Source: an optimization exercise on an open RTL-to-GDS flow (aim: small area). Production flows keep margins and buffers that such runs may drop.
Function was checked by simulation only, so behaviour that the tests miss may differ from the original.
No activity file was given, so power comes from the tool's default toggle rates.

beta:
==> flow/design.v (excerpt) <==
module phy_mgmt_top #(
	parameter int NUM_PHYS     = phy_mgmt_pkg::DEF_NUM_PHYS,
	parameter int RESET_CYCLES = phy_mgmt_pkg::DEF_RESET_CYCLES,
	parameter int MDC_HALF     = phy_mgmt_pkg::DEF_MDC_HALF,
	parameter int ACT_STRETCH  = phy_mgmt_pkg::DEF_ACT_STRETCH
) (
	input  logic                     clk_125mhz,
	input  logic                     arst_n,
	input  logic [5*NUM_PHYS-1:0]    req_phy_addr,
	input  logic [5*NUM_PHYS-1:0]    req_reg_addr,
	input  logic [16*NUM_PHYS-1:0]   req_wr_data,
	input  logic [NUM_PHYS-1:0]      req_wr,	 
	input  logic [NUM_PHYS-1:0]      req_rd,	 
	output logic [16*NUM_PHYS-1:0]   rsp_rd_data,
	output logic [NUM_PHYS-1:0]      rsp_busy,
	output logic [NUM_PHYS-1:0]      mdc,
	output logic [NUM_PHYS-1:0]      mdio_o,
	output logic [NUM_PHYS-1:0]      mdio_oe,
	input  logic [NUM_PHYS-1:0]      mdio_i,
	input  logic [NUM_PHYS-1:0]      link_up,
	input  logic [NUM_PHYS-1:0]      rx_start,	 
	output logic [NUM_PHYS-1:0]      phy_rst_n,
	output logic [NUM_PHYS-1:0]      link_led,
	output logic [NUM_PHYS-1:0]      act_led
);
Size: roughly 350 flip-flops, about 12000 µm² of cells after synthesis.
==> module mdio_master, before the edit <==
module mdio_master (
	input  logic        clk_125mhz,
	input  logic        arst_n,
	input  logic [4:0]  phy_addr,
	input  logic [4:0]  reg_addr,
	input  logic [15:0] wr_data,
	input  logic        wr,
	input  logic        rd,
	output logic [15:0] rd_data,
	output logic        busy,
	output logic        mdc,
	output logic        mdio_o,
	output logic        mdio_oe,
	input  logic        mdio_i
);
	logic        wr_q, rd_q;	 
	logic        busy_q;
	logic        op_rd_q;	 
	logic [4:0]  div_q;	 
	logic        mdc_q;	 
	logic [5:0]  bit_q;	 
	logic [9:0]  addr_q;	 
	logic [15:0] sr_q;	 
	logic [15:0] rd_data_q;
	logic        start_wr, start;
	logic        half_end, frame_done, shift;
	logic [4:0]  j;	 
	always_ff @(posedge clk_125mhz or negedge arst_n) begin
		if (!arst_n) begin
			wr_q <= 1'b0;
			rd_q <= 1'b0;
		end else begin
			wr_q <= wr;
			rd_q <= rd;
		end
	end
	assign start_wr = wr && !wr_q;
	assign start    = start_wr || (rd && !rd_q);
	assign half_end   = (div_q == 5'h14);	 
	assign frame_done = half_end && mdc_q && (bit_q == 6'd63);
	always_ff @(posedge clk_125mhz or negedge arst_n) begin
		if (!arst_n)
			busy_q <= 1'b0;
		else if (busy_q)
			busy_q <= !frame_done;
		else
			busy_q <= start;
	end
	always_ff @(posedge clk_125mhz) begin
		if (!busy_q || half_end)
			div_q <= '0;
		else
			div_q <= {div_q[3:0], !(div_q[4] ^ div_q[2])};
	end
	always_ff @(posedge clk_125mhz or negedge arst_n) begin
		if (!arst_n)
			mdc_q <= 1'b0;
		else if (!busy_q)
			mdc_q <= 1'b0;
		else if (half_end)
			mdc_q <= !mdc_q;
	end
	always_ff @(posedge clk_125mhz) begin
		if (!busy_q)
			bit_q <= '0;
		else if (half_end && mdc_q)
			bit_q <= bit_q + 1'b1;
	end
	assign j = bit_q[4:0];
	assign shift = half_end && bit_q[5] && j[4] && (mdc_q != op_rd_q);
	always_ff @(posedge clk_125mhz) begin
		if (!busy_q) begin
			op_rd_q <= !start_wr;	 
			addr_q  <= {phy_addr, reg_addr};
		end
	end
	logic ld, sh, hold;
	assign ld   = !busy_q;
	assign sh   = busy_q && shift;
	assign hold = busy_q && !shift;
	always_ff @(posedge clk_125mhz)
		sr_q <= ({16{ld}} & wr_data) | ({16{sh}} & {sr_q[14:0], mdio_i}) | ({16{hold}} & sr_q);
	always_ff @(posedge clk_125mhz or negedge arst_n) begin
		if (!arst_n)
			rd_data_q <= '0;
		else if (busy_q && frame_done && op_rd_q)
			rd_data_q <= sr_q;
	end
	always_comb begin
		mdio_o = 1'b1;
		if (busy_q && bit_q[5]) begin
			if (j == 5'd0 || j == 5'd15)
				mdio_o = 1'b0;
			else if (j == 5'd2)
				mdio_o = op_rd_q;
			else if (j == 5'd3)
				mdio_o = !op_rd_q;
			else if (j >= 5'd4 && j <= 5'd13)
				mdio_o = addr_q[5'd13 - j];
			else if (j >= 5'd16)
				mdio_o = op_rd_q || sr_q[15];
		end
	end
	assign mdio_oe = busy_q && !(op_rd_q && bit_q >= 6'd47);
	assign mdc     = mdc_q;
	assign busy    = busy_q;
	assign rd_data = rd_data_q;
endmodule
clock: 8.0 ns
lec_check: 0
cap_margin: 20
core_margin: 2
core_utilization: 70
slew_margin: 20
standard.sh (not shown) runs the stock make flow with config.mk's settings and CLKGATE_MAP_FILE= SYNTH_SCRIPT=/design/flow/synth_recipe.tcl, a recipe that flattens the netlist after the stock synthesis.
==> flow/flow/run.sh <==
#!/bin/bash
# The standard layout (standard.sh: floorplan, power grid and taps as
# standard), with these changes:
#  - synthesis is synth_recipe.tcl with an area-oriented ABC script
#    (area_synth.tcl, area.script); registers are untouched;
#  - after synthesis, combinational cells get the smallest drive strength of
#    their family (downsize.tcl); the flow's repair steps size up as needed;
#  - port buffers are buf_1 instead of the resizer's default pick;
#  - clock tree of clkbuf_8 with sink clusters of at most 16 flops, without
#    dummy loads.
# Each tool's full output goes to a log file in the work folder; ORFS's own
# per-step logs stay under orfs/logs.
set -euo pipefail
export FLOW_WORK=$PWD
KNOBS=(
	"SYNTH_SCRIPT=$PWD/flow/area_synth.tcl"
	"BUFFER_PORTS_ARGS=-buffer_cell sky130_fd_sc_hd__buf_1"
	"CTS_ARGS=-sink_clustering_enable -repair_clock_nets -dont_use_dummy_load -sink_clustering_size 16 -sink_clustering_max_diameter 60 -buf_list sky130_fd_sc_hd__clkbuf_8"
)
bash standard.sh "${KNOBS[@]}" synth > flow_synth.log 2>&1
ODB=$(ls -d orfs/results/*/phy_mgmt_top/base)/1_synth.odb \
	openroad -no_init -exit flow/downsize.tcl > flow_downsize.log 2>&1
bash standard.sh "${KNOBS[@]}" finish > flow_make.log 2>&1
Other scripts of this flow, unchanged in this note and not shown: flow/flow/area.script, flow/flow/area_synth.tcl, flow/flow/downsize.tcl
The inputs of delta differ from those of beta as listed below.
-- flow/design.v --
<<< beta, line 108
		end
	end
	logic ld, sh, hold;
	assign ld   = !busy_q;
	assign sh   = busy_q && shift;
	assign hold = busy_q && !shift;
	always_ff @(posedge clk_125mhz)
		sr_q <= ({16{ld}} & wr_data) | ({16{sh}} & {sr_q[14:0], mdio_i}) | ({16{hold}} & sr_q);
	always_ff @(posedge clk_125mhz or negedge arst_n) begin
		if (!arst_n)
>>> delta, line 108
		end
	end
	always_ff @(posedge clk_125mhz) begin
		if (!busy_q)
			sr_q <= wr_data;
		else if (shift)
			sr_q <= {sr_q[14:0], mdio_i};
	end
	always_ff @(posedge clk_125mhz or negedge arst_n) begin
		if (!arst_n)
Findings:
delta against beta; cell area is up slightly.
Complex-gate fraction of the synthesized area: higher on beta
Between delta and beta, it is delta whose share of post-route cells with drive strength above 1 is higher, by 0.88 points.
Compared with beta, delta shows part of the total power dissipated in combinational logic higher by 8.4 points.
Critical path depth is lower on delta
Area reported by Yosys stat: higher on delta
Of delta and beta, it is delta that has the higher max-slew headroom at the worst pin.
delta vs beta: synthesized cell count down
Netlist area before placement ends up higher on delta.
Data arrival time at the worst-slack endpoint delta for delta relative to beta: 0.02 ns higher
Compared with beta, in delta area of the die increased 1.0%; final period demand of the worst path picked up an extra 0.016 ns; post-synthesis to final-layout area growth moved up; length of routed met2 wiring rose 1.3%.

-- separate check: timing with driven ports --
The flow's constraints put no driver on any port. The routed layouts listed below were extracted and timed again, unchanged, in two steps. Step 1 (the two cells are an assumption about what drives the block):
set clk [get_ports {clk_125mhz}]
set_driving_cell -lib_cell sky130_fd_sc_hd__clkbuf_16 $clk
set_driving_cell -lib_cell sky130_fd_sc_hd__buf_2 [delete_from_list [all_inputs] $clk]
Step 2 also shifts input and output timing later by t, the mid clock arrival at the registers, as if the neighbouring blocks saw the same clock. a / b / c = no drivers / after step 1 / after step 2; a / b = the first two.
run	t (ns)	setup slack, ns	worst register clock-pin slew, ns
beta	0.585	3.310 / 3.269 / 3.855	0.10 / 0.10
delta	0.588	3.294 / 3.252 / 3.840	0.10 / 0.10
After both steps every run listed still meets setup and hold.
